From an optimization exercise on the open Yosys and OpenROAD flow, aimed at small area, a short achievable clock period and few clock cycles per item; shortcuts taken in it are not production practice. In this exercise RTL edits were held to simulation tests only and were not proved equivalent to the original.

## the reference run
## md_exec_unit
module md_exec_unit
(
    input  logic               clk,
    input  logic               reset,
    input  logic               req_valid,
    input  logic [3:0]         op,
    input  logic [63:0]        srca,
    input  logic [63:0]        srcb,
    input  logic               hold,
    input  logic               flush,
    output logic               exe_is_waiting,
    output logic               result_valid,
    output logic [63:0]        result
);
    localparam logic [3:0] MD_MUL    = 4'd0;
    localparam logic [3:0] MD_MULH   = 4'd1;
    localparam logic [3:0] MD_MULHSU = 4'd2;
    localparam logic [3:0] MD_MULHU  = 4'd3;
    localparam logic [3:0] MD_DIV    = 4'd4;
    localparam logic [3:0] MD_DIVU   = 4'd5;
    localparam logic [3:0] MD_REM    = 4'd6;
    localparam logic [3:0] MD_REMU   = 4'd7;
    localparam logic [3:0] MD_MULW   = 4'd8;
    localparam logic [3:0] MD_DIVW   = 4'd9;
    localparam logic [3:0] MD_DIVUW  = 4'd10;
    localparam logic [3:0] MD_REMW   = 4'd11;
    localparam logic [3:0] MD_REMUW  = 4'd12;
    logic s_aln, s_mul, s_div, s_res, s_fix, s_done;
    logic idle;
    logic [63:0] H;
    logic [64:0] L;
    logic [64:0] X;
    logic [5:0]  cnt;
    logic        cq;        
    logic [7:0]  dd_q;
    logic [5:0]  shm_q;
    logic        k1_q;      
    logic        f_mul, f_word, f_hi, f_neg, f_na, f_nb, f_swap, f_rem, f_qz, f_qo;
    logic        f_negx, f_negm;
    logic        c_mul, c_sel4, c_sel2, c_sel1, c_inv0, c_inv1, c_en1, c_cin, c_cin2;
    logic [1:0]  c_lo;
    assign idle = ~(s_aln | s_mul | s_div | s_res | s_fix | s_done);
    logic        is_md, word, is_mul, is_rem, sa, sb, hi_sel;
    logic [63:0] ea, eb, ia, ib;
    logic        na, nb, accept, swap, bz, dsmall, fast;
    logic [7:0]  nza, nzb;
    logic [31:0] nz2a, nz2b;
    logic [6:0]  lza, lzb;
    logic [7:0]  dd;
    logic [6:0]  lzm;
    logic [5:0]  shm;
    md_lzc64 u_lza (.v(ia), .lz(lza));
    md_lzc64 u_lzb (.v(ib), .lz(lzb));
    always_comb begin
        is_md = ~(op[3] & op[2] & (op[1] | op[0]));
        word  = op[3];
        is_mul = 1'b0; is_rem = 1'b0; sa = 1'b0; sb = 1'b0; hi_sel = 1'b0;
        case (op)
  ...
export LEC_CHECK = 0
export CAP_MARGIN = 20
export CORE_MARGIN = 2
export CORE_UTILIZATION = 48
export SETUP_SLACK_MARGIN = 0.9
export SLEW_MARGIN = 20
export TNS_END_PERCENT = 5
create_clock -name core_clock -period 5.5 [get_ports {clk}]
run.sh (not shown) runs the stock make flow with config.mk's settings and CLKGATE_MAP_FILE= SYNTH_SCRIPT=/design/flow/synth_recipe.tcl, a recipe that flattens the netlist after the stock synthesis.
Testbench counts of the reference run, summed over its fixed seeds: cycles 29,394, ops 2,400.
[inputs] the trial run vs the reference run
--- a/flow/design.v
+++ b/flow/design.v
@@ -68,17 +68,16 @@
     logic        f_negx, f_negm;
     logic        c_mul, c_sel4, c_sel2, c_sel1, c_inv0, c_inv1, c_en1, c_cin, c_cin2;
     logic [1:0]  c_lo;
     assign idle = ~(s_aln | s_mul | s_div | s_res | s_fix | s_done);
     logic        is_md, word, is_mul, is_rem, sa, sb, hi_sel;
     logic [63:0] ea, eb, ia, ib;
     logic        na, nb, accept, swap, bz, dsmall, fast;
     logic [7:0]  nza, nzb;
-    logic [31:0] nz2a, nz2b;
     logic [6:0]  lza, lzb;
     logic [7:0]  dd;
     logic [6:0]  lzm;
     logic [5:0]  shm;
     md_lzc64 u_lza (.v(ia), .lz(lza));
     md_lzc64 u_lzb (.v(ib), .lz(lzb));
     always_comb begin
         is_md = ~(op[3] & op[2] & (op[1] | op[0]));
@@ -109,23 +108,19 @@
         bz    = (eb == 64'd0);
         for (int i = 0; i < 8; i++) begin
             nza[i] = |ia[8*i +: 8];
             nzb[i] = |ib[8*i +: 8];
         end
         swap = 1'b0;
         for (int i = 0; i < 8; i++)
             if (nza[i] && ((nzb >> i) == 8'd0)) swap = 1'b1;
-        for (int i = 0; i < 32; i++) begin
-            nz2a[i] = |ia[2*i +: 2];
-            nz2b[i] = |ib[2*i +: 2];
-        end
         dsmall = 1'b0;
-        for (int i = 1; i < 32; i++)
-            if (nz2b[i] && ((nz2a >> (na ? i - 1 : i)) == 32'd0)) dsmall = 1'b1;
+        for (int i = 1; i < 8; i++)
+            if (nzb[i] && ((nza >> (na ? i - 1 : i)) == 8'd0)) dsmall = 1'b1;
         fast  = ~is_mul & (bz | dsmall);
         dd    = {1'b0, lzb} - {1'b0, lza} + {7'd0, na};
         lzm   = swap ? lzb : lza;
         shm   = (lzm >= 7'd62) ? 6'd62 : {lzm[5:1], 1'b0};
         accept = idle & req_valid & is_md & ~flush;
     end
     logic        last;
     logic [66:0] r0, r1, r2, cs_s;
--- outcome ---
- Summary — worst-case headroom to the max-slew limit, the trial run relative to the reference run: higher, by 7.2 points.
- The trial run and the reference run ended up with nearly the same count of hold buffers inserted by post-cts repair.
- The higher insertion delay of the later-clocked pin in the worst-skew pair came out of the reference run.
- Wire length of the first global-routing pass went down by a few percent going from the reference run to the trial run.
- Changes observed in the trial run relative to the reference run: maximum frequency went up 3.6 MHz, final routed wire length divided by cell count now sits higher.
- The commonest non-fill, non-tap cell in the layout comes out sky130_fd_sc_hd__buf_4 in one run and sky130_fd_sc_hd__a21oi_1 in the other, namely in the reference run and the trial run respectively.
- Relative to the reference run, the die width measured on the trial run has decreased slightly.
- The trial run: critical path depth in cells 12 above the reference run
- The reference run has higher total area of multi-input combinational cells than the trial run.
- The reference run has higher final instance area than the trial run.
- Number of clock buffers in the layout, the trial run vs the reference run: up by more than a quarter
- Summary of the comparison: number of tap cells added at floorplan is lower in the trial run, relative to the reference run.
- Diff the reference run -> the trial run: sequential cell area did not really move, required time of the critical path picked up an extra 1400 ps.
- The worst-path cell with the longest stage delay comes out sky130_fd_sc_hd__nand2_1 in one run and sky130_fd_sc_hd__o31ai_1 in the other, namely in the reference run and the trial run respectively.
Testbench counts of the trial run, summed over its fixed seeds: cycles 29,554, ops 2,400.

==> static timing again, ports no longer ideal <==
In the flow no input, the clock included, has a driving cell. The finished layouts below were timed again as built, in two steps. Step 1 sets driving cells, clkbuf_16 on the clock port and buf_2 on the other inputs (assumed; they add their load-dependent delay and slew). Step 2 adds t to the input delays and takes it off the output delays; t is the mean of the earliest and latest rising clock arrival at the registers after step 1. Input paths then give back, and output paths get back, about the clock's delay inside the block. Three values: ideal, step 1, step 2; two values: the first two.
run	shift t [ns]	slack for setup (ns)	worst setup path after step 2
the reference run	0.724	0.449 / 0.367 / 0.071	input to register
the trial run	0.631	0.538 / 0.584 / -0.047	input to register
With both steps, setup timing fails in the trial run, where it was met with ideal ports. The setup slack of the trial run, which loses most, moves by +0.046 ns with the drivers and by -0.585 ns with both steps.
